From an optimization exercise on the open Yosys and OpenROAD flow, aimed at small area and a short achievable clock period; shortcuts taken in it are not production practice.
Function was checked by simulation only, so behaviour that the tests miss may differ from the original.
Power and IR drop assume default switching activity.

## run A
==> flow/design.v <==
`timescale 1ns/1ps
module layer_code #(
  parameter int ADDR_WIDTH = 6,
  parameter int UNIT_CLKS  = 2
) (
  input  logic                  clk_in,
  input  logic                  rst_n_in,
  input  logic                  wr_en_in,
  input  logic                  wr_done_in,
  input  logic [ADDR_WIDTH-1:0] wr_addr_in,
  input  logic [7:0]            wr_data_in,
  input  logic [3:0]            wr_byte_en_in,
  input  logic [7:0]            t0h_cnt_in,
  input  logic [7:0]            t0l_cnt_in,
  input  logic [7:0]            t1h_cnt_in,
  input  logic [7:0]            t1l_cnt_in,
  output logic                  ws281x_code_out
);
  localparam int DEPTH = 1 << ADDR_WIDTH;
  localparam int BITS  = 24;
  localparam int LANES = BITS / 8;
  typedef enum logic [1:0] {IDLE, WAIT2, WAIT1, PHASE} state_e;
  logic [ADDR_WIDTH-1:0] ptr_q, wpos;
  logic [7:0]            grp_q;
  logic [7:0]            wsel_q [LANES];
  logic [7:0]            wd_q;
  logic [LANES-1:0]      hit0_q, hit_q;    
  logic                  acq0_q, acq_q;    
  logic [ADDR_WIDTH-1:0] at0;              
  logic [ADDR_WIDTH-1:0] nidx_q;
  assign wpos = wr_addr_in + ptr_q;
  assign at0  = ~ptr_q - ADDR_WIDTH'(1);
  always_ff @(posedge clk_in) begin
    ptr_q <= ptr_q - ADDR_WIDTH'(1);
    wd_q  <= wr_data_in;
    for (int k = 0; k < 8; k++) grp_q[k] <= wpos[5:3] == 3'(k);
    for (int i = 0; i < LANES; i++) begin
      for (int k = 0; k < 8; k++)
        wsel_q[i][k] <= wr_en_in && wr_byte_en_in[i] && wpos[2:0] == 3'(k);
      hit0_q[i] <= wr_en_in && wr_byte_en_in[i] && wr_addr_in == '0;
      hit_q[i]  <= wr_en_in && wr_byte_en_in[i] && wr_addr_in == nidx_q;
    end
    acq0_q <= at0 == ADDR_WIDTH'(DEPTH - 1);
    acq_q  <= at0 + ADDR_WIDTH'(1) == nidx_q;
  end
  logic [BITS-1:0] ring_q [DEPTH];
  logic [7:0]      wmask [LANES][8];
  always_comb begin
    for (int i = 0; i < LANES; i++)
      for (int k = 0; k < 8; k++)
        wmask[i][k] = {8{wsel_q[i][k]}} & ((k % 2 == 0) ? ~wd_q : wd_q);
  end
  always_ff @(posedge clk_in) begin
    for (int j = 0; j < DEPTH; j++) begin
      for (int i = 0; i < LANES; i++) begin
        ring_q[j][8*i +: 8] <= ~(({8{grp_q[j / 8]}} & wmask[i][j % 8]) |
                                 ({8{~(grp_q[j / 8] & wsel_q[i][j % 8])}} &
                                  ring_q[(j + 1) % DEPTH][8*i +: 8]));
      end
    end
  end
  logic [BITS-1:0] head0_q, head_q;
  always_ff @(posedge clk_in) begin
    for (int i = 0; i < LANES; i++) begin
      if (hit0_q[i])
        head0_q[8*i +: 8] <= wd_q;
      else if (acq0_q)
        head0_q[8*i +: 8] <= ring_q[0][8*i +: 8];
      if (hit_q[i])
        head_q[8*i +: 8] <= wd_q;
      else if (acq_q)
        head_q[8*i +: 8] <= ring_q[0][8*i +: 8];
    end
  end
  state_e          state_q;
  logic            code_q;
  logic            hi_q;       
  logic            half_q;     
  logic [7:0]      unit_q;     
  logic            ulast_q;    
  logic [4:0]      bit_q;      
  logic [BITS-1:0] shift_q;
  logic [7:0]      t0h_q, t0l_q, t1h_q, t1l_q;
  logic            bitz_q;     
  logic            first_q;    
  logic phase_end, last_end, idle_now;
  logic [BITS-1:0] src;
  assign phase_end = (state_q == PHASE) && half_q && ulast_q;
  assign last_end  = phase_end && !hi_q && bitz_q && first_q;
  assign idle_now  = (state_q == IDLE) || last_end;
  assign src       = first_q ? head0_q : head_q;
  always_ff @(posedge clk_in) begin
    if (idle_now) begin
      t0h_q <= t0h_cnt_in;
      t0l_q <= t0l_cnt_in;
      t1h_q <= t1h_cnt_in;
      t1l_q <= t1l_cnt_in;
    end
    half_q  <= !half_q;
    ulast_q <= unit_q[7:1] == '0;
    if (rst_n_in) begin
      state_q <= IDLE;
      code_q  <= 1'b0;
    end else begin
      case (state_q)
        IDLE: begin
          if (wr_done_in) begin
            state_q <= WAIT2;
            nidx_q  <= '0;
            first_q <= 1'b1;
          end
        end
        WAIT2: state_q <= WAIT1;
        WAIT1: begin
          state_q <= PHASE;
          code_q  <= 1'b1;
          hi_q    <= 1'b1;
          half_q  <= 1'b0;
          shift_q <= src;
          bit_q   <= 5'(BITS - 1);
          bitz_q  <= 1'b0;
          unit_q  <= src[BITS-1] ? t1h_q : t0h_q;
          nidx_q  <= nidx_q + ADDR_WIDTH'(1);
          first_q <= nidx_q == ADDR_WIDTH'(DEPTH - 1);
        end
        PHASE: begin
          if (half_q) begin
            if (!ulast_q) begin
              unit_q <= unit_q - 8'd1;
            end else if (hi_q) begin
              code_q <= 1'b0;
              hi_q   <= 1'b0;
              unit_q <= shift_q[BITS-1] ? t1l_q : t0l_q;
            end else if (bit_q != '0) begin
              code_q  <= 1'b1;
              hi_q    <= 1'b1;
              shift_q <= shift_q << 1;
              bit_q   <= bit_q - 5'd1;
              bitz_q  <= bit_q == 5'd1;
              unit_q  <= shift_q[BITS-2] ? t1h_q : t0h_q;
            end else if (!first_q) begin
              state_q <= WAIT1;
            end else if (wr_done_in) begin
              state_q <= WAIT2;
            end else begin
              state_q <= IDLE;
            end
          end
        end
        default: state_q <= IDLE;
      endcase
    end
  end
  assign ws281x_code_out = code_q;
endmodule
clock: 4.0 ns
lec_check: 0
abc_area: 1
cap_margin: 20
core_margin: 2
core_utilization: 60
cts_cluster_diameter: 90
cts_cluster_size: 26
setup_slack_margin: 2.6
slew_margin: 20
run.sh (not shown) runs the stock make flow with config.mk's settings and CLKGATE_MAP_FILE= SYNTH_SCRIPT=/design/flow/synth_recipe.tcl, a recipe that flattens the netlist after the stock synthesis.
## Diff of input files: run B against run A
- a change of SETUP_SLACK_MARGIN from 2.6 to 2.4
### Flow results
As of run B, switching power total had fallen by a few percent compared to run A. From run A to run B the numbers moved as follows: number of synthesized register bits did not really move; global-route usage went down 1.1 points; non-clock buffer count went down by 203; switching share of power moved down; fraction of the mapped netlist area in compound gates level. Number of hold-repair buffers added at the cts stage came out exactly the same in run B and run A. On fraction of power consumed by the clock network, the lower figure sits with run A, not run B. Across both runs, flip-flop and latch share of the layout cell area was higher for run B than for run A. On cell area after layout, run A loses to run B. STATUS final critical path time including I/O delays and setup: run B wins against run A.
Input changes introduced in run C (baseline for comparison: run B):
- CTS_CLUSTER_SIZE now 30, was 26
- CTS_CLUSTER_DIAMETER now 100, was 90
[summary]
Between run B and run C, the flow reports post-CTS setup buffer count increasing by a few percent. Between run C and run B, post-layout total power is higher for run B, run C comes in under that. NOTE number of resized instances in the post-cts repair step run B->run C increased by a few percent. Count of clock-buffer cells in the layout went down by a little under 10% going from run B to run C. Higher worst-case headroom to the max-slew limit goes to run B over run C.
## Diff of input files: run D against run C
- clearing CTS_CLUSTER_SIZE, which used to be 30
- swapping 60 for 40 in CORE_UTILIZATION
- clearing CTS_CLUSTER_DIAMETER, which used to be 100
- swapping 2.4 for 1.9 in SETUP_SLACK_MARGIN
Findings:
- Run D: setup slack after layout 0.23 ns below run C
- Of the two values seen for capturing element of the worst setup path, ring_q[50][12]$_DFF_P_ was produced by run D and ws281x_code_out by run C.
- Global-route usage was lower in the run labelled run D.
- Where pre-CTS setup slack is concerned, run C is better than run D.
- Non-clock buffer count (higher): run C

* * *

Setup of job 1552:
RTL: the design.v shown in full above, as it stands there.
Settings: LEC_CHECK=0, ABC_AREA=0, CAP_MARGIN=20, CORE_MARGIN=2, CORE_UTILIZATION=60, CTS_CLUSTER_DIAMETER=100, CTS_CLUSTER_SIZE=30, SETUP_SLACK_MARGIN=2.1, SLEW_MARGIN=20; clock period 4.0 ns.
Changes in job 4313 relative to job 1552:
==> flow/config.mk <==
export PLATFORM = sky130hd
export DESIGN_NAME = layer_code
export DESIGN_NICKNAME = layer_code
export VERILOG_FILES = /design/flow/design.v
export SDC_FILE = /design/flow/constraint.sdc
export NUM_CORES = 4
export LEC_CHECK = 0
export ABC_AREA = 1
export CAP_MARGIN = 20
export CORE_MARGIN = 2
export CORE_UTILIZATION = 70
export CTS_CLUSTER_DIAMETER = 80
export CTS_CLUSTER_SIZE = 26
export SETUP_SLACK_MARGIN = 2.1
export SLEW_MARGIN = 20
--- outcome ---
Synthesized cell count, job 4313 vs job 1552: down by a few percent. Job 4313 reports its startpoint of the worst setup timing path as wsel_q[2][2] while job 1552 reports wr_addr_in[1]. Looking only at global-route usage, and setting everything else aside, the higher value of job 4313 and job 1552 goes to job 4313. Number of antenna violations at the first check in global routing | job 4313 above job 1552. Taking job 1552 over job 4313, the detailed-route wire length ratio works out to 0.60. Job 4313 — area of the die 17% lower, job 1552 as reference. From job 1552 to job 4313 the numbers moved as follows: power of the clock network now larger, post-CTS setup repair buffer count now larger.
The following lists how job 1685 was set up differently from job 4313:
-- flow/config.mk --
<<< job 4313, line 10
export CORE_MARGIN = 2
export CORE_UTILIZATION = 70
export CTS_CLUSTER_DIAMETER = 80
export CTS_CLUSTER_SIZE = 26
export SETUP_SLACK_MARGIN = 2.1
>>> job 1685, line 10
export CORE_MARGIN = 2
export CORE_UTILIZATION = 60
export CTS_CLUSTER_DIAMETER = 100
export CTS_CLUSTER_SIZE = 30
export SETUP_SLACK_MARGIN = 2.1
==> comparison <==
TritonCTS buffer count: job 1685 < job 4313
Job 1685 against job 4313: utilization shows a reduction of 10 points, remaining routing DRC violations shows no meaningful change.
Job 1685 vs job 4313, master of the slowest instance on the critical path: nor2_2 vs dfxtp_1
The delay of the slowest cell on the worst path number comes out lower for job 1685 vs job 4313.
Job 1685 — headroom to the max-slew limit 1.7 points higher, job 4313 as reference

==> what the ideal ports hide <==
How much do the figures lean on ideal ports? The routed layouts below were timed once more, with nothing changed but the port constraints.
Step 1: set_driving_cell puts a clkbuf_16 on clk_in and a buf_2 on each other input, an assumption about the parent block.
Step 2 moves the port delays by t, midway between the first and last clock arrival at a register: inputs arrive t later, outputs are due t later. That takes back most of the time a late clock gives input paths.
Slacks: no drivers / after step 1 / after step 2; pairs: no drivers / after step 1.
run | t, ns | setup slack, ns | hold WS [ns] | slew at the worst register clock pin (ns)
run A | 0.744 | 2.054 / 1.979 / 1.461 | 0.422 / 0.422 / 0.422 | 0.12 / 0.12
run B | 0.736 | 2.109 / 2.034 / 1.589 | 0.426 / 0.426 / 0.426 | 0.11 / 0.11
run C | 0.752 | 2.062 / 1.988 / 1.539 | 0.416 / 0.416 / 0.416 | 0.12 / 0.12
run D | 0.841 | 1.829 / 1.829 / 1.250 | 0.418 / 0.418 / 0.418 | 0.07 / 0.07
job 1552 | 0.714 | 1.989 / 2.015 / 1.326 | 0.397 / 0.397 / 0.397 | 0.12 / 0.12
job 4313 | 0.727 | 1.805 / 1.805 / 1.480 | 0.419 / 0.419 / 0.419 | 0.11 / 0.11
job 1685 | 0.742 | 2.006 / 2.006 / 1.449 | 0.411 / 0.411 / 0.411 | 0.12 / 0.12
After both steps setup and hold are still met in every run listed. For job 1552, which loses most, drivers alone change the setup slack by +0.026 ns; drivers and shift together by -0.663 ns.
